Source: an optimization exercise on an open RTL-to-GDS flow (aim: small area and a short achievable clock period). Production flows keep margins and buffers that such runs may drop. Function was checked by simulation only, so behaviour that the tests miss may differ from the original. Power is estimated from default activity; no workload was simulated.

`design/flow/config.mk`:
```
export PLATFORM = sky130hd
export DESIGN_NAME = mem_writeback_buffer
export DESIGN_NICKNAME = mem_writeback_buffer
export VERILOG_FILES = /design/flow/design.v
export SDC_FILE = /design/flow/constraint.sdc
export NUM_CORES = 4
export LEC_CHECK = 0
export CAP_MARGIN = 20
export CORE_MARGIN = 2
export CORE_UTILIZATION = 40
export SLEW_MARGIN = 20
```
`design/flow/constraint.sdc`:
```
create_clock -name core_clock -period 7.5 [get_ports {clk}]
set_input_delay 1.5000 -clock core_clock [delete_from_list [all_inputs] [get_ports {clk}]]
set_output_delay 1.5000 -clock core_clock [all_outputs]
set_load 0.01 [all_outputs]
```
`design/flow/design.v`:
```
module mem_writeback_buffer #(
  parameter int ADDR_W = 9,
  parameter int DATA_W = 32,
  parameter int DEPTH  = 8
) (
  input  logic                     clk,
  input  logic                     rst_n,
  input  logic [3:0]               wr_valid,
  input  logic [ADDR_W-1:0]        wr_addr0,
  input  logic [ADDR_W-1:0]        wr_addr1,
  input  logic [ADDR_W-1:0]        wr_addr2,
  input  logic [ADDR_W-1:0]        wr_addr3,
  input  logic [DATA_W-1:0]        wr_data0,
  input  logic [DATA_W-1:0]        wr_data1,
  input  logic [DATA_W-1:0]        wr_data2,
  input  logic [DATA_W-1:0]        wr_data3,
  output logic                     wb_stall,
  input  logic                     mem_ready,
  output logic                     mem_we,
  output logic [ADDR_W-1:0]        mem_addr,
  output logic [DATA_W-1:0]        mem_data,
  input  logic [ADDR_W-1:0]        rd_addr1,
  input  logic [ADDR_W-1:0]        rd_addr2,
  output logic                     fwd_hit1,
  output logic [DATA_W-1:0]        fwd_data1,
  output logic                     fwd_hit2,
  output logic [DATA_W-1:0]        fwd_data2,
  output logic [$clog2(DEPTH):0]   occupancy,
  output logic                     overflow
);
  localparam int ENT_W = ADDR_W + DATA_W;
  logic [2:0] rd_ptr_q, wr_ptr_q;
  logic [3:0] count_q;
  logic       overflow_q;
  logic [7:0][ENT_W-1:0] ent_q;    
  logic [3:0][ENT_W-1:0] src;
  assign src[0] = {wr_addr0, wr_data0};
  assign src[1] = {wr_addr1, wr_data1};
  assign src[2] = {wr_addr2, wr_data2};
  assign src[3] = {wr_addr3, wr_data3};
  logic [3:0] v;
  assign v = wr_valid;
  logic nonempty;
  assign nonempty = |count_q;
  assign wb_stall = count_q[3] | (count_q[2] & (count_q[1] | count_q[0]));
  logic acc, pop;
  assign acc = ~wb_stall;
  assign pop = nonempty & mem_ready;
  logic [7:0] rd_oh;
  logic [3:0] wp_oh;
  always_comb begin
    for (int k = 0; k < 8; k++) rd_oh[k] = (rd_ptr_q == 3'(k));
    for (int k = 0; k < 4; k++) wp_oh[k] = (wr_ptr_q[1:0] == 2'(k));
  end
  logic [7:0] cnt_gt;
  always_comb
    case (count_q)
      4'd0:    cnt_gt = 8'b0000_0000;
      4'd1:    cnt_gt = 8'b0000_0001;
      4'd2:    cnt_gt = 8'b0000_0011;
      4'd3:    cnt_gt = 8'b0000_0111;
      4'd4:    cnt_gt = 8'b0000_1111;
      4'd5:    cnt_gt = 8'b0001_1111;
      4'd6:    cnt_gt = 8'b0011_1111;
      4'd7:    cnt_gt = 8'b0111_1111;
      default: cnt_gt = 8'b1111_1111;
    endcase
  logic [3:0][3:0] pos_oh;
  always_comb begin
    pos_oh[0] = 4'b0001;
    pos_oh[1] = v[0] ? 4'b0010 : 4'b0001;
    case (v[1:0])
      2'b00:          pos_oh[2] = 4'b0001;
      2'b01, 2'b10:   pos_oh[2] = 4'b0010;
      default:        pos_oh[2] = 4'b0100;
    endcase
    case (v[2:0])
      3'b000:                         pos_oh[3] = 4'b0001;
      3'b001, 3'b010, 3'b100:         pos_oh[3] = 4'b0010;
      3'b011, 3'b101, 3'b110:         pos_oh[3] = 4'b0100;
      default:                        pos_oh[3] = 4'b1000;
    endcase
  end
  logic [3:0] nv_ge;
  assign nv_ge[0] = |v;
  assign nv_ge[1] = (v[0] & (v[1] | v[2] | v[3])) | (v[1] & (v[2] | v[3])) | (v[2] & v[3]);
  assign nv_ge[2] = (v[0] & v[1] & (v[2] | v[3])) | (v[2] & v[3] & (v[0] | v[1]));
  assign nv_ge[3] = &v;
  logic [3:0][ENT_W-1:0] bank_d;
  logic [3:0]            bank_we;
  logic [3:0]            bank_row;
  always_comb begin
    for (int b = 0; b < 4; b++) begin
      bank_we[b]  = 1'b0;
      bank_row[b] = 1'b0;
      bank_d[b]   = '0;
      for (int k = 0; k < 4; k++) begin
        if (wp_oh[(b - k) & 3]) begin
          bank_we[b]  = acc & nv_ge[k];
          bank_row[b] = wr_ptr_q[2] ^ (((b - k) & 3) + k > 3);
        end
      end
      for (int s = 0; s < 4; s++) begin
        logic sel;
        sel = 1'b0;
        for (int k = 0; k < 4; k++) sel = sel | (wp_oh[(b - k) & 3] & pos_oh[s][k]);
        if (v[s] & sel) bank_d[b] = bank_d[b] | src[s];
      end
    end
  end
  always_ff @(posedge clk) begin
    for (int b = 0; b < 4; b++) begin
      if (bank_we[b] & ~bank_row[b]) ent_q[b]     <= bank_d[b];
      if (bank_we[b] &  bank_row[b]) ent_q[b + 4] <= bank_d[b];
    end
  end
  logic [2:0] n_enq;
  always_comb begin
    n_enq = 3'd0;
    if (acc) begin
      if (nv_ge[3])      n_enq = 3'd4;
      else if (nv_ge[2]) n_enq = 3'd3;
      else if (nv_ge[1]) n_enq = 3'd2;
      else if (nv_ge[0]) n_enq = 3'd1;
    end
  end
  always_ff @(posedge clk or negedge rst_n) begin
    if (!rst_n) begin
      rd_ptr_q   <= '0;
      wr_ptr_q   <= '0;
      count_q    <= '0;
      overflow_q <= 1'b0;
    end else begin
      rd_ptr_q   <= rd_ptr_q + 3'(pop);
      wr_ptr_q   <= wr_ptr_q + n_enq;
      count_q    <= count_q + 4'(n_enq) - 4'(pop);
      overflow_q <= overflow_q | (wb_stall & (|v));
    end
  end
  logic [7:0]      live;
  logic [7:0][7:0] younger;
  always_comb
    for (int i = 0; i < 8; i++) begin
      live[i] = 1'b0;
      for (int k = 0; k < 8; k++)
        live[i] = live[i] | (rd_oh[k] & cnt_gt[(i - k) & 7]);
      for (int j = 0; j < 8; j++) begin
        younger[i][j] = 1'b0;
        for (int k = 0; k < 8; k++)
          if (((j - k) & 7) > ((i - k) & 7)) younger[i][j] = younger[i][j] | rd_oh[k];
      end
    end
  always_comb begin
    logic [ENT_W-1:0] h;
    h = '0;
    for (int i = 0; i < 8; i++)
      if (rd_oh[i] & nonempty) h = h | ent_q[i];
    mem_addr = h[ENT_W-1:DATA_W];
    mem_data = h[DATA_W-1:0];
  end
  assign mem_we    = nonempty;
  assign occupancy = count_q;
  assign overflow  = overflow_q;
  function automatic logic [DATA_W:0] lookup(input logic [ADDR_W-1:0] a,
                                             input logic [7:0][ENT_W-1:0] e,
                                             input logic [7:0] lv,
                                             input logic [7:0][7:0] yg);
    logic [7:0] m;
    logic [DATA_W-1:0] d;
    d = '0;
    for (int i = 0; i < 8; i++) m[i] = lv[i] & (e[i][ENT_W-1:DATA_W] == a);
    for (int i = 0; i < 8; i++)
      if (m[i] & ~(|(m & yg[i]))) d = d | e[i][DATA_W-1:0];
    lookup = {(|m), d};
  endfunction
  assign {fwd_hit1, fwd_data1} = lookup(rd_addr1, ent_q, live, younger);
  assign {fwd_hit2, fwd_data2} = lookup(rd_addr2, ent_q, live, younger);
endmodule
```
`design/flow/flow/run.sh`:
```
#!/bin/bash
set -o pipefail
export BUFFER_PORTS_ARGS="-buffer_cell sky130_fd_sc_hd__buf_1"
bash standard.sh > standard.log 2>&1
```
`design/flow/standard.sh`:
```
#!/bin/bash
# synth_recipe.tcl (not shown) runs the flow's synth.tcl, then flattens the netlist and writes it again
# the make line also repeats each setting of config.mk as NAME=value (left out here)
make -C /OpenROAD-flow-scripts/flow DESIGN_CONFIG=/design/flow/config.mk WORK_HOME=/design/flow/orfs CLKGATE_MAP_FILE= SYNTH_SCRIPT=/design/flow/synth_recipe.tcl "${@:-finish}"
```
==> run notes, run 1 <==
reg-to-reg slack, setup 3.00 ns; Slew HR between 10% and 20%; Main synth FF type edfxtp_1; CP required around 6 ns; global-route wire length before repair 170.6 mm; Die Span Y roughly 240 um; WHS 0.4612 ns; initial antenna violation count 20; Setup CP Type in -> out; Final Setup Violations 0; hpwl dp around 78 mm; GRT met2 Usage 57.94%; # rows 87; RSZ-0062 raised after global routing no; number of global-route vias before repair 24,122; worst vdd ir 256.3 uV; Total Routing Usage GR 39.56%; met3 usage between 10% and 20%; Post-synth ARST share approximately 3.2%; Final WS setup 0.3836 ns; Post-Synthesis Cell Area roughly 23,000 um^2; Clock Tree Buf Depth 3; most frequent cells in the layout 435 x nand2_1, 328 x edfxtp_1, 302 x buf_1, 199 x a222oi_1, 198 x a22oi_1; share of cells above drive strength 1 8.938%; Starting DRT DRC Count 5,912; final std cells w/o fill about 3,300; width of the die roughly 240 um; Worst Clk Skew ~0.025 ns; # DRC 0; root buf cell clkbuf_16; FF+latch count, synth between 300 and 400; Max Cap Viol 0; DIE AREA roughly 60,000 um^2; clock slew at reported path FFs around 0.06 ns; DRT antenna net count 0; area delta synth->final 15.82%; Final GP Congestion 0.9908; most common cell after layout, fill and taps aside nand2_1; Worst-Skew Late Latency between 0.5 and 0.6 ns; worst-path fanout max 20; Synthesized Nets between 2,000 and 3,000; Fillers around 5,400; largest net degree at the start of global routing 43; pre-CTS setup slack approximately 0.70 ns; H-tree depth 2; DP Area between 20,000 and 30,000 um^2; Routed wire per std cell 36.79 um; Least-Margin Pin Slew between 1 and 1.5 ns; CP Launch Type primary input; GR met1 Demand/Resource 50.94%; status timing/DRC/antenna clean; Mean Syn Cell Area slightly below 10 um^2; r2r startpoint count_q[1]$_DFF_PN0_; core area between 50,000 and 60,000 um^2; Finished Cell Area 26,510 um^2; Hold Path End overflow_q$_DFF_PN0_; Finished Core Util a little under half; routed vias ~25,000; Final Hold Vio Count 0; Post-CTS Setup Bufs 0; nets@finish around 2,700; Routed WL about 120 mm; initial core utilization 40.51%; Via density 7.556; EDFF count, synth around 330; port bufs slightly above 300; Ports between 300 and 400; total power about 12 mW; TritonCTS buffer count 38; Final period util between 90% and 100%; hold_sp overflow_q$_DFF_PN0_; Hold Path Cell Cnt 1; placed instance count between 3,000 and 4,000; Max Slew Vio Count 0; TritonCTS clock tree built; FMAX 140.5 MHz; Sink Count 339; R2R cell count 9; Worst Path Arrival approximately 5.6 ns; synth warn 1; worst hold path type reg -> reg; Power per Cell Area around 440 nW/um^2; CTS resizes 0; GR Overflow Total 0; Synth cell types 96; Final min period around 7.1 ns; Top Usage Layer GRT met2; 1st-pass router iterations 14; Leak ~9.2 nW; Worst setup EP type output port; Setup TNS 0 ns; part of the Yosys area used for sequential elements between 40% and 50%; Cells after Synth between 2,000 and 2,500; Post-CTS Hold Fix Bufs 0; worst r2r dst ent_q[143]$_DFFE_PP_
[worst max path at each step]
stage               slack [ns]  cells after the start        start                   end
floorplan                 1.05                      9  wr_valid[0]  ent_q[123]$_DFFE_PP_
global placement          0.63                     13  rd_addr2[3]         fwd_data2[27]
detailed placement        0.70                     13  rd_addr1[8]         fwd_data1[27]
CTS                       0.70                     13  rd_addr1[8]         fwd_data1[27]
global route              0.34                     13  rd_addr1[8]         fwd_data1[27]
finish                    0.38                     13  rd_addr1[8]         fwd_data1[27]
[cell usage after synthesis (all sizes together), types with 8 or more instances]
library cell	count	area (um^2)
nand2	435	1633
edfxtp	328	9849
a222oi	199	1992
a22oi	198	1486
clkbuf	174	653.1
xor2	92	805.8
nand4	83	519.3
nor2	64	247.7
xnor2	64	560.5
nand3	58	290.3
and3	55	344.1
a221oi	54	490.5
a21oi	52	271.5
buf	44	261.5
o21ai	38	193.9
nor3	29	150.1
inv	28	105.1
a32oi	25	219.0
a32o	20	200.2
nor4	18	148.9
and4	17	148.9
ha	17	212.7
a211oi	16	125.1
or3	16	100.1
a221o	14	140.1
dfrtp	11	275.3
a22o	10	87.58
nor2b	10	62.56
and2	9	56.30
nor4b	9	91.34
a211o	8	70.07
a31oi	8	50.05
[routing by layer]
metal  vias to the layer above  part of all wire (%)
met3                       675                    16
met2                      2726                    42
met1                     11926                    35
met4                         2                   6.8
met5                         -                0.0057
li1                       9892                     -
[power breakdown]
group	switching [mW]	internal, mW
Sequential	0.850	3.31
Clock	0.810	1.09
Combinational	4.17	1.50
[cells by family (layout without fill, tap and decap cells)]
| logic type | after synthesis | after routing | share of synthesized area (%) |
|---|---|---|---|
| simple gates | 835 | 835 | 17.64 |
| compound gates | 709 | 709 | 26.23 |
| other cells | 0 | 20 | 0 |
| flops | 339 | 339 | 44.24 |
| mux | 5 | 5 | 0.2351 |
| buf+inv | 248 | 497 | 4.489 |
| fa+ha+maj | 21 | 21 | 1.197 |
| xor+xnor | 156 | 156 | 5.970 |
[area by class of cell]
class | count | area [um^2] | share of cell area (%)
antenna | 20 | 50.05 | 0.1888
clock buffer | 46 | 1002 | 3.781
clock inverter | 20 | 222.7 | 0.8402
inverter | 30 | 112.6 | 0.4248
multi-input combinational | 1726 | 12080 | 45.57
sequential | 339 | 10120 | 38.20
tap | 756 | 945.9 | 3.569
timing repair buffer | 401 | 1971 | 7.434
[worst max-delay path, cell delays in order]
cell and delay (ns):
buf_1 0.51, buf_4 0.24, xor2_1 0.06, nor4_1 0.66, nand4_1 0.37, nor2_1 0.51, a211o_1 0.21, nand3_1 0.07
o2111a_1 0.30, buf_4 0.33, a222oi_1 0.28, nand4_1 0.33, buf_1 0.22
[registers in the layout (all words and copies together) (netlist names)]
| signal | count |
|---|---|
| count_q | 4 |
| ent_q | 328 |
| overflow_q | 1 |
| rd_ptr_q | 3 |
| wr_ptr_q | 3 |
==> run 2, diff against run 1 <==
--- a/design/flow/config.mk
+++ b/design/flow/config.mk
@@ -9,3 +9,6 @@
 export CORE_MARGIN = 2
 export CORE_UTILIZATION = 40
+export CTS_BUF_LIST = sky130_fd_sc_hd__clkbuf_4 sky130_fd_sc_hd__clkbuf_8
+export CTS_CLUSTER_SIZE = 24
+export SETUP_SLACK_MARGIN = 1.5
 export SLEW_MARGIN = 20
==> run 2 against run 1 <==
  * Design area increased by 7.4%
  * Global-route usage increased by 0.74 points
  * Sequential power increased by 3%
  * Core utilization increased by 3.5 points
  * Critical endpoint is now fwd_data2[2]
  * Highest routed layer unchanged
==> run notes, run 2 <==
status timing/DRC/antenna clean; largest net degree at the start of global routing 43 (unchanged); Leak 10.22 nW (+11%); top cell type's share of synthesized area 43.04% (unchanged); reg-to-reg slack, setup 3.61 ns (+0.61 ns); nets@finish 2,857 (+4.1%); final std cells w/o fill 3,471 (+4.0%); Worst setup EP type output port; CP peak stage delay 0.44 ns (-0.22 ns); CP max-delay cell or3_4; Final Hold Vio Count 0 (unchanged); CP Buf/Inv Count 5 (+1); GR Overflow Total 0 (unchanged); Synthesized Nets 2,521 (unchanged); # DRC 0 (unchanged); cells along the critical path buf_12 -> buf_8 -> buf_4 -> xnor2_1 -> nand4_1 -> or3_4 -> or2_4 -> o211a_1 -> and4b_2 -> buf_12 -> a221o_1 -> a221o_1 -> a211o_1 -> buf_2; Post-Synthesis Cell Area 22,890 um^2 (unchanged); Die Span Y 243.2 um (unchanged); Power per Cell Area 422.2 nW/um^2 (-4.7%); Clock Tree Buf Depth 3 (unchanged); most common cell after layout, fill and taps aside nand2_1; Routed wire per std cell 36.48 um (-0.84%); H-tree depth 2 (unchanged); count leader, synth nand2_1; Max Slew Vio Count 0 (unchanged); # rows 87 (unchanged); hpwl dp 77.66 mm (+0.15%); top cells by area, synth edfxtp_1 43%, a222oi_1 8.7%, nand2_1 7.1%, a22oi_1 6.5%, xor2_1 3.5%; FF+latch count, synth 339 (unchanged); Synth cell types 96 (unchanged); CP endpoint fwd_data2[2]; Least-Margin Pin Slew 1.279 ns (+0.06591 ns); synth warn 1 (unchanged); width of the die 243.2 um (unchanged); Post-CTS Hold Fix Bufs 0 (unchanged); Cells after Synth 2,313 (unchanged); Slew HR 13.86% (-4.4 points); Routed WL 126.6 mm (+3.1%); Total Routing Usage GR 40.30% (+0.74 points); Final Setup Violations 0 (unchanged); Largest register FFs 328 (unchanged); initial core utilization 40.51% (unchanged); part of the Yosys area used for sequential elements 44.24% (unchanged); Most flops, register ent_q; pre-CTS setup slack 0.7186 ns (+0.01431 ns); Worst Setup SP rd_addr2[7]; CP required 6.00 ns (about the same); Setup TNS 0 ns (unchanged); worst-path fanout max 7 (-65%); FMAX 162.2 MHz (+15%); core area 56,500 um^2 (unchanged); RSZ-0062 raised after global routing yes; initial antenna violation count 26 (+30%); clock slew at reported path FFs 0.07 ns (about the same); r2r startpoint count_q[1]$_DFF_PN0_; port bufs 302 (unchanged); Final min period 6.166 ns (-0.9503 ns); global-route wire length before repair 173.9 mm (+2.0%); 1st-pass router iterations 14 (unchanged); top flop regs ent_q (328), count_q (4); root buf cell clkbuf_8; TritonCTS clock tree built; Worst path depth 14 (+1); worst hold path type reg -> reg; Final period util 82.21% (-13 points); Sink Count 339 (unchanged); Mean Syn Cell Area 9.894 um^2 (unchanged); Final GP Congestion 0.9951 (+0.43%); Post-synth top cells 435 x nand2_1, 328 x edfxtp_1, 199 x a222oi_1, 198 x a22oi_1, 174 x clkbuf_1; Ports 303 (unchanged); Main synth FF type edfxtp_1; worst vdd ir 252.5 uV (-1.5%); Top delay family on crit path simple AND/OR/NAND/NOR gates; WHS 0.4865 ns (+0.02527 ns); total power 12.02 mW (+2.3%); area delta synth->final 24.37%; Worst Clk Skew 0.05238 ns (+0.02777 ns); worst r2r dst ent_q[142]$_DFFE_PP_; Via density 7.459 (-1.3%); Worst-Skew Late Latency 0.73 ns (+0.14 ns); CP Launch Type primary input; Final WS setup 1.334 ns (+0.9503 ns); R2R cell count 9 (unchanged); Post-synth ARST share 3.245% (unchanged); routed vias 25,891 (+2.7%); Starting DRT DRC Count 5,901 (-0.19%); Yosys top cell by area edfxtp_1; Fillers 5,170 (-3.5%); most frequent cells in the layout 434 x nand2_1, 328 x edfxtp_1, 249 x buf_1, 199 x a222oi_1, 197 x a22oi_1; DIE AREA 59,140 um^2 (unchanged); share of cells above drive strength 1 19.39% (+10 points); Worst Path Arrival 4.67 ns (-0.95 ns); EDFF count, synth 328 (unchanged); DRT antenna net count 0 (unchanged); Setup CP Type in -> out; number of global-route vias before repair 24,699 (+2.4%); placed instance count 3,262 (+0.34%); Max Cap Viol 0 (unchanged); TritonCTS buffer count 58 (+53%)
## run 2: cell counts after synthesis
Identical to the previous run, type by type.
## run 2: power by group
group	leakage [nW]	switching, mW	internal (mW)
clock	0.642	0.863	1.01
sequential	3.19	0.947	3.32
combinational	6.39	4.23	1.64
## run 2: per-stage QoR
| stage | area, um^2 | util, % |
|---|---|---|
| global route | 28460 | 50.37 |
| CTS | 27330 | 48.38 |
| detailed placement | 25300 | 44.79 |
| floorplan | 22890 | - |
| finish | 28460 | 50.38 |
| global placement | 25280 | 44.74 |
## run 2: layout make-up
| cell class | instances | area [um^2] | area share (%) |
|---|---|---|---|
| repair buffers | 493 | 3248 | 11.41 |
| flip-flops and latches | 339 | 10140 | 35.64 |
| multi-input cells | 1727 | 12720 | 44.67 |
| clock buffers | 66 | 858.3 | 3.016 |
| inverters | 30 | 116.4 | 0.4088 |
| clock inverters | 37 | 377.9 | 1.328 |
| diodes | 23 | 57.56 | 0.2022 |
| well taps | 756 | 945.9 | 3.323 |
## run 2: cells by family after synthesis
family                     after synthesis  synth area share (%)
and+or+nand+nor                        835                 17.64
AOI/OAI and AO/OA                      709                 26.23
DFF                                    339                 44.24
buffers and inverters                  248                 4.489
xor gates and xnor gates               156                 5.970
adders and majority gates               21                 1.197
muxes                                    5                0.2351
## run 2: what timing repair did
action,CTS,global route
buffers inserted,40,33
pin swaps,38,80
gates cloned,3,7
endpoints found under the setup margin,81,81
gates resized for setup,122,166
## run 2: layer usage
metal  part of all wire (%)  wire [um]  vias to the layer above  track usage (%)
li1                       -          -                    10140                -
met1                     35      44660                    12316            51.63
met2                     41      52510                     2708            58.03
met3                     16      20500                      719            13.66
met4                    7.0       8897                        8            25.62
met5                  0.046         58                        -                0
## run 2: worst min path at each step
stage,start,endpoint,depth (start not counted)
after floorplan,rd_ptr_q[0]$_DFF_PN0_,rd_ptr_q[0]$_DFF_PN0_,1
after global placement,overflow_q$_DFF_PN0_,overflow_q$_DFF_PN0_,1
after detailed placement,overflow_q$_DFF_PN0_,overflow_q$_DFF_PN0_,1
after CTS,overflow_q$_DFF_PN0_,overflow_q$_DFF_PN0_,1
after global routing,overflow_q$_DFF_PN0_,overflow_q$_DFF_PN0_,1
final,overflow_q$_DFF_PN0_,overflow_q$_DFF_PN0_,1
==> run 3, diff against run 2 <==
==> design/flow/flow/run.sh (replaced) <==
#!/bin/bash
set -o pipefail
export BUFFER_PORTS_ARGS="-buffer_cell sky130_fd_sc_hd__buf_1"
export CTS_ARGS="-sink_clustering_enable -repair_clock_nets -dont_use_dummy_load -buf_list sky130_fd_sc_hd__clkbuf_8"
bash standard.sh > standard.log 2>&1
--- a/design/flow/config.mk
+++ b/design/flow/config.mk
@@ -9,6 +9,5 @@
 export CORE_MARGIN = 2
 export CORE_UTILIZATION = 40
-export CTS_BUF_LIST = sky130_fd_sc_hd__clkbuf_4 sky130_fd_sc_hd__clkbuf_8
-export CTS_CLUSTER_SIZE = 24
-export SETUP_SLACK_MARGIN = 1.5
+export PLACE_DENSITY = 0.45
+export SETUP_SLACK_MARGIN = 2.5
 export SLEW_MARGIN = 20
==> run 3 against run 2 <==
  * Still clean on timing, DRC and antenna
  * Final cell count increased by 2.3%
  * Worst setup slack better by 0.20 ns
  * Worst hold slack worse by 0.022 ns
  * Register-to-register slack about the same
  * Clock skew is 0.051 ns higher
  * Sequential share of layout area decreased by 2.7 points
  * Critical path depth unchanged
  * Maximum frequency increased by 3.4%
  * Clock power decreased by 23%
  * Via count grew 1.6%
  * Combinational power is 14% higher
  * Routed wire length rose by 7.1%
  * Critical endpoint unchanged
  * Largest cell class unchanged
==> run notes, run 3 <==
Cells after Synth 2,313 (unchanged); Post-Synthesis Cell Area 22,890 um^2 (unchanged); Least-Margin Pin Slew 1.410 ns (+0.1315 ns); EDFF count, synth 328 (unchanged); Final Setup Violations 0 (unchanged); GR Overflow Total 0 (unchanged); Post-synth top cells 435 x nand2_1, 328 x edfxtp_1, 199 x a222oi_1, 198 x a22oi_1, 174 x clkbuf_1; Main synth FF type edfxtp_1; H-tree depth 2 (unchanged); Worst-Skew Late Latency 0.72 ns (about the same); routed vias 26,305 (+1.6%); # DRC 0 (unchanged); Post-CTS Hold Fix Bufs 0 (unchanged); CP peak stage delay 0.55 ns (+0.11 ns); Routed WL 135.7 mm (+7.1%); Routed wire per std cell 38.20 um (+4.7%); CP max-delay cell or4_4; Max Cap Viol 0 (unchanged); largest net degree at the start of global routing 43 (unchanged); Starting DRT DRC Count 6,004 (+1.7%); Worst Clk Skew 0.1039 ns (+0.05148 ns); nets@finish 2,990 (+4.7%); Comb pwr share 54.2% (+5.3 points); part of the Yosys area used for sequential elements 44.24% (unchanged); Max Slew Vio Count 0 (unchanged); Clock Tree Buf Depth 3 (unchanged); 1st-pass router iterations 16 (+2); Die Span Y 243.2 um (unchanged); reg-to-reg slack, setup 3.62 ns (about the same); net switching power 6.207 mW (+2.7%); # rows 87 (unchanged); Synthesized Nets 2,521 (unchanged); most common cell after layout, fill and taps aside nand2_1; initial antenna violation count 18 (-31%); Net Sw Frac 50.09% (-0.20 points); CP required 6.00 ns (about the same); root buf cell clkbuf_8; WHS 0.4649 ns (-0.02158 ns); FF+latch count, synth 339 (unchanged); top flop regs ent_q (328), count_q (4); Clk pwr share 11.7% (-3.9 points); Worst Path Arrival 4.47 ns (-0.20 ns); worst vdd ir 423.5 uV (+68%); count leader, synth nand2_1; TritonCTS clock tree built; TritonCTS buffer count 61 (+5.2%); Worst setup EP type output port; Power per Cell Area 402.7 nW/um^2 (-4.6%); worst-path fanout max 7 (unchanged); Final Hold Vio Count 0 (unchanged); hpwl dp 77.55 mm (-0.14%); top cell type's share of synthesized area 43.04% (unchanged); Final min period 5.965 ns (-0.2010 ns); Final period util 79.53% (-2.7 points); top cells by area, synth edfxtp_1 43%, a222oi_1 8.7%, nand2_1 7.1%, a22oi_1 6.5%, xor2_1 3.5%; status timing/DRC/antenna clean; Yosys top cell by area edfxtp_1; Setup CP Type in -> out; initial core utilization 40.51% (unchanged); Most flops, register ent_q; worst hold path type reg -> reg; total internal power 6.184 mW (+3.5%); Seq pwr share 34.2% (-1.3 points); cells along the critical path buf_6 -> buf_8 -> xnor2_2 -> nand3_1 -> or4_4 -> a211o_1 -> o211ai_1 -> buf_4 -> and4b_2 -> buf_12 -> a221o_1 -> a221o_1 -> a211o_1 -> buf_2; Ports 303 (unchanged); Synth cell types 96 (unchanged); Final GP Congestion 0.9691 (-2.6%); Setup TNS 0 ns (unchanged); number of global-route vias before repair 24,848 (+0.60%); RSZ-0062 raised after global routing yes; Largest register FFs 328 (unchanged); Total Routing Usage GR 43.67% (+3.4 points); DIE AREA 59,140 um^2 (unchanged); width of the die 243.2 um (unchanged); clock slew at reported path FFs 0.04 ns (-0.03 ns); Sink Count 339 (unchanged); synth warn 1 (unchanged); DRT antenna net count 0 (unchanged); Fillers 4,975 (-3.8%); core area 56,500 um^2 (unchanged); CP Launch Type primary input; FMAX 167.6 MHz (+3.4%); area delta synth->final 34.47%; port bufs 302 (unchanged); Slew HR 5.893% (-8.0 points); Leak 11.30 nW (+11%); Via density 7.406 (-0.72%); total power 12.39 mW (+3.1%); Post-synth ARST share 3.245% (unchanged); share of cells above drive strength 1 26.51% (+7.1 points); Mean Syn Cell Area 9.894 um^2 (unchanged); global-route wire length before repair 185.3 mm (+6.6%); most frequent cells in the layout 431 x nand2_1, 328 x edfxtp_1, 226 x buf_1, 199 x a222oi_1, 196 x a22oi_1
-- run 3: area by class of cell --
cell class / instances / area [um^2] / share of cell area (%)
clock buffer: 61 / 839.6 / 2.728
sequential: 339 / 10140 / 32.96
tap: 756 / 945.9 / 3.074
multi-input combinational: 1730 / 13500 / 43.86
antenna: 16 / 40.04 / 0.1301
inverter: 30 / 125.1 / 0.4066
timing repair buffer: 620 / 5182 / 16.84
-- run 3: cells by family (layout without fill, tap and decap cells) --
| group | after synthesis | in the layout | share of synthesized area [%] |
|---|---|---|---|
| AO/OA/AOI/OAI | 709 | 710 | 26.23 |
| XOR/XNOR | 156 | 156 | 5.970 |
| adder cells (fa/ha/maj) | 21 | 21 | 1.197 |
| buffers and inverters | 248 | 711 | 4.489 |
| flip-flops | 339 | 339 | 44.24 |
| multiplexers | 5 | 5 | 0.2351 |
| other | 0 | 16 | 0 |
| AND/OR/NAND/NOR | 835 | 838 | 17.64 |
-- run 3: worst paths after layout --
path	start	depth (start not counted)	end
worst max-delay path	rd_addr2[8]	14	fwd_data2[2]
worst min-delay path	overflow_q$_DFF_PN0_	1	overflow_q$_DFF_PN0_
worst max register to register	count_q[2]$_DFF_PN0_	11	ent_q[131]$_DFFE_PP_
worst min register to register	overflow_q$_DFF_PN0_	1	overflow_q$_DFF_PN0_
max in group asynchronous	rst_n	1	rd_ptr_q[2]$_DFF_PN0_
min in group asynchronous	rst_n	1	count_q[1]$_DFF_PN0_
-- run 3: timing repair --
action	in CTS	in global routing
pin swaps	128	118
setup endpoints to repair	107	101
gates cloned	21	3
resized for setup	341	160
buffers inserted	143	73
endpoints found under the hold margin	0	0
-- run 3: power groups by stage --
stage	Sequential (mW)	Combinational [mW]	Clock (mW)
3_5_place_dp	4.15	5.36	0
6_report	4.23	6.71	1.44
2_1_floorplan	3.79	3.16	0
4_1_cts	4.13	5.98	1.44
5_1_grt	4.28	6.88	1.52
3_3_place_gp	4.17	5.27	0
-- run 3: layer usage --
metal / global-route usage [%] / vias up / share of wire (%)
met5: 0.4902 / - / 0.11
met4: 21.80 / 10 / 5.3
met3: 15.78 / 561 / 16
met2: 61.74 / 2671 / 41
met1: 58.57 / 12714 / 37
li1: - / 10349 / -
-- run 3: critical path: cells and delay by family --
| kind | cells | cell delay, ns |
|---|---|---|
| AND/OR/NAND/NOR | 3 | 0.90 |
| buffers and inverters | 5 | 0.71 |
| AO/OA/AOI/OAI | 5 | 1.21 |
| XOR/XNOR | 1 | 0.14 |
-- run 3: stage by stage --
stage / instances / setup slack, ns / utilization, % / cell area (um^2)
5_1_grt: 3539 / 1.457 / 54.41 / 30740
4_1_cts: 3457 / 1.599 / 51.85 / 29290
3_5_place_dp: 3232 / 0.8147 / 44.93 / 25380
2_1_floorplan: 2313 / 2.130 / - / 23440
6_report: 3552 / 1.535 / 54.47 / 30770
3_3_place_gp: 3228 / 0.8251 / 44.76 / 25290
==> run 4, diff against run 3 <==
--- a/design/flow/config.mk
+++ b/design/flow/config.mk
@@ -10,4 +10,4 @@
 export CORE_UTILIZATION = 40
 export PLACE_DENSITY = 0.45
-export SETUP_SLACK_MARGIN = 2.5
+export SETUP_SLACK_MARGIN = 1.0
 export SLEW_MARGIN = 20
==> run 4 against run 3 <==
  * Clock-buffer cell count is 1 lower
  * Sequential power is 1% lower
  * Critical path type is now reg -> out
  * Clock power hardly changed
  * Combinational power is 15% lower
  * Total power is 9.3% lower
  * First-iteration DRC count is 10% lower
  * Non-clock buffer count is 221 lower
  * Critical path depth is 2 lower
  * Synthesized cell count stayed put
  * Routed wire length is 8.3% lower
==> run notes, run 4 <==
status timing/DRC/antenna clean; Most flops, register ent_q; initial core utilization 40.51% (unchanged); Worst Clk Skew 0.09617 ns (-0.007683 ns); Worst setup EP type output port; cells along the critical path nor2_1 -> o22ai_1 -> a2111oi_4 -> a21oi_2 -> buf_4 -> a211o_1 -> nand3_1 -> o2111a_2 -> buf_4 -> a222oi_1 -> nand4_1 -> buf_1; CP max-delay cell o2111a_2; share of cells above drive strength 1 10.30% (-16 points); most used cell, CP buf_4; Final Setup Violations 0 (unchanged); Yosys top cell by area edfxtp_1; top cell type's share of synthesized area 43.04% (unchanged); Largest register FFs 328 (unchanged); hold_sp overflow_q$_DFF_PN0_; Max Cap Viol 0 (unchanged); FMAX 154.5 MHz (-7.8%); Routed WL 124.5 mm (-8.3%); CP Buf/Inv Count 3 (-2); R2R cell count 9 (-2); hpwl dp 79.28 mm (+2.2%); GR Overflow Total 0 (unchanged); Clock Tree Buf Depth 3 (unchanged); CP Launch Type flop; FF+latch count, synth 339 (unchanged); port bufs 302 (unchanged); Routed wire per std cell 37.50 um (-1.8%); r2r startpoint count_q[1]$_DFF_PN0_; Top delay family on crit path compound AO/OA/AOI/OAI gates; clock slew at reported path FFs 0.05 ns (about the same); synth warn 1 (unchanged); Synthesized Nets 2,521 (unchanged); placed instance count 3,244 (+0.37%); Setup TNS 0 ns (unchanged); routed vias 24,781 (-5.8%); top cells by area, synth edfxtp_1 43%, a222oi_1 8.7%, nand2_1 7.1%, a22oi_1 6.5%, xor2_1 3.5%; WHS 0.4571 ns (-0.007827 ns); most common cell after layout, fill and taps aside nand2_1; initial antenna violation count 13 (-5); Sink Count 339 (unchanged); count leader, synth nand2_1; nets@finish 2,764 (-7.6%); Cells after Synth 2,313 (unchanged); Leak 9.066 nW (-20%); RSZ-0062 raised after global routing yes; top flop regs ent_q (328), count_q (4); root buf cell clkbuf_8; most frequent cells in the layout 435 x nand2_1, 328 x edfxtp_1, 287 x buf_1, 199 x a222oi_1, 198 x a22oi_1; reg-to-reg slack, setup 3.16 ns (-0.46 ns); Final period util 86.29% (+6.8 points); Least-Margin Pin Slew 1.214 ns (-0.1963 ns); Slew HR 18.89% (+13 points); EDFF count, synth 328 (unchanged); worst vdd ir 455.2 uV (+7.5%); DP Area 25,160 um^2 (-0.86%); TritonCTS buffer count 60 (-1.6%); Power per Cell Area 429.7 nW/um^2 (+6.7%); number of global-route vias before repair 23,889 (-3.9%); # rows 87 (unchanged); Final Hold Vio Count 0 (unchanged); Worst Path Arrival 4.97 ns (+0.50 ns); largest net degree at the start of global routing 43 (unchanged); Post-Synthesis Cell Area 22,890 um^2 (unchanged); Setup CP Type reg -> out; Max Slew Vio Count 0 (unchanged); Hold Path Cell Cnt 1 (unchanged); Post-synth ARST share 3.245% (unchanged); global-route wire length before repair 173.3 mm (-6.5%); Final min period 6.472 ns (+0.5065 ns); total power 11.24 mW (-9.3%); core area 56,500 um^2 (unchanged); Starting DRT DRC Count 5,376 (-10%); CP required 6.00 ns (about the same); Main synth FF type edfxtp_1; Fillers 5,414 (+8.8%); width of the die 243.2 um (unchanged); Worst-Skew Late Latency 0.70 ns (-0.02 ns); Synth cell types 96 (unchanged); Post-CTS Hold Fix Bufs 0 (unchanged); CP peak stage delay 0.85 ns (+0.30 ns); Hold Path End overflow_q$_DFF_PN0_; # DRC 0 (unchanged); Ports 303 (unchanged); part of the Yosys area used for sequential elements 44.24% (unchanged); worst hold path type reg -> reg; 1st-pass router iterations 13 (-3); DRT antenna net count 0 (unchanged); worst r2r dst ent_q[211]$_DFFE_PP_; H-tree depth 2 (unchanged); Die Span Y 243.2 um (unchanged); worst-path fanout max 23 (+16); area delta synth->final 14.33%; Finished Cell Area 26,170 um^2 (-15%); Post-synth top cells 435 x nand2_1, 328 x edfxtp_1, 199 x a222oi_1, 198 x a22oi_1, 174 x clkbuf_1; Via density 7.466 (+0.82%); DIE AREA 59,140 um^2 (unchanged); final std cells w/o fill 3,319 (-6.6%); Total Routing Usage GR 40.50% (-3.2 points); Mean Syn Cell Area 9.894 um^2 (unchanged); TritonCTS clock tree built; Final GP Congestion 0.9772 (+0.84%)
[run 4: cell types whose count changed in the layout (fill, tap and decap cells not counted), moves of 21 or more]
cell,delta
a221oi_2,-36
buf_2,-32
buf_4,-98
buf_16,-21
buf_6,-70
buf_1,+61
a221oi_1,+51
buf_12,-48
[run 4: cell type report]
class	instances	area (um^2)	share of cell area (%)
Clock buffer	60	825.8	3.156
Antenna cell	9	22.52	0.08607
Sequential cell	339	10130	38.70
Inverter	30	112.6	0.4304
Tap cell	756	945.9	3.615
Multi-Input combinational cell	1726	12150	46.44
Timing Repair Buffer	399	1983	7.579
[run 4: worst max-delay path by stage]
stage | end | start | cells past startpoint
global route | fwd_data1[20] | count_q[3]$_DFF_PN0_ | 12
global placement | fwd_data1[2] | rd_addr1[8] | 12
finish | fwd_data1[17] | count_q[3]$_DFF_PN0_ | 12
CTS | fwd_data2[28] | rd_addr2[0] | 12
floorplan | ent_q[123]$_DFFE_PP_ | wr_valid[0] | 9
detailed placement | fwd_data2[28] | rd_addr2[2] | 12
[run 4: cell families after synthesis]
logic type | Yosys count | synth area share [%]
simple gates | 835 | 17.64
compound gates | 709 | 26.23
flops | 339 | 44.24
buf+inv | 248 | 4.489
xor+xnor | 156 | 5.970
fa+ha+maj | 21 | 1.197
mux | 5 | 0.2351
[run 4: routing by layer]
layer	track usage, %	part of all wire [%]	up-vias
met5	1.797	0.16	-
met4	17.50	4.8	10
met3	14.10	15	510
met2	57.97	41	2305
met1	55.01	39	12082
li1	-	-	9874
[run 4: repair_timing]
| action | in CTS | in global routing |
|---|---|---|
| gates cloned | 0 | 0 |
| setup buffers | 1 | 5 |
| setup endpoints to repair | 64 | 63 |
| pin swaps | 1 | 3 |
| resized for setup | 17 | 21 |
[run 4: metrics by stage]
| stage | setup WS, ns | util (%) |
|---|---|---|
| global route | 0.9795 | 46.30 |
| floorplan | 1.051 | - |
| finish | 1.028 | 46.32 |
| detailed placement | 0.7015 | 44.54 |
| CTS | 0.9932 | 46.10 |
| global placement | 0.7278 | 44.54 |
[run 4: power by group]
part | total (mW) | internal [mW] | switching (mW) | leakage (nW)
clock | 1.41 | 0.695 | 0.716 | 0.431
combinational | 5.67 | 1.51 | 4.16 | 5.44
sequential | 4.17 | 3.31 | 0.854 | 3.19

separate check: timing with driven ports:
The flow's constraints put no driver on any port. The routed layouts listed below were extracted and timed again, unchanged, in two steps. Step 1, drivers: a clkbuf_16 drives clk and a buf_2 each remaining input, both assumed. Step 2 moves the port delays by t, midway between the first and last clock arrival at a register: inputs arrive t later, outputs are due t later. That takes back most of the time a late clock gives input paths. a / b / c = no drivers / after step 1 / after step 2; a / b = the first two.
run | shift t [ns] | slack for setup (ns) | hold slack, ns
run 1 | 0.637 | 0.384 / 0.344 / 0.344 | 0.461 / 0.461 / 0.461
run 2 | 0.770 | 1.334 / 1.282 / 1.282 | 0.486 / 0.486 / 0.486
run 3 | 0.729 | 1.535 / 1.483 / 1.495 | 0.465 / 0.465 / 0.465
run 4 | 0.710 | 1.028 / 0.966 / 1.063 | 0.457 / 0.457 / 0.457
After both steps every run listed still meets setup and hold. For run 2, which loses most, drivers alone change the setup slack by -0.052 ns; drivers and shift together by -0.052 ns.
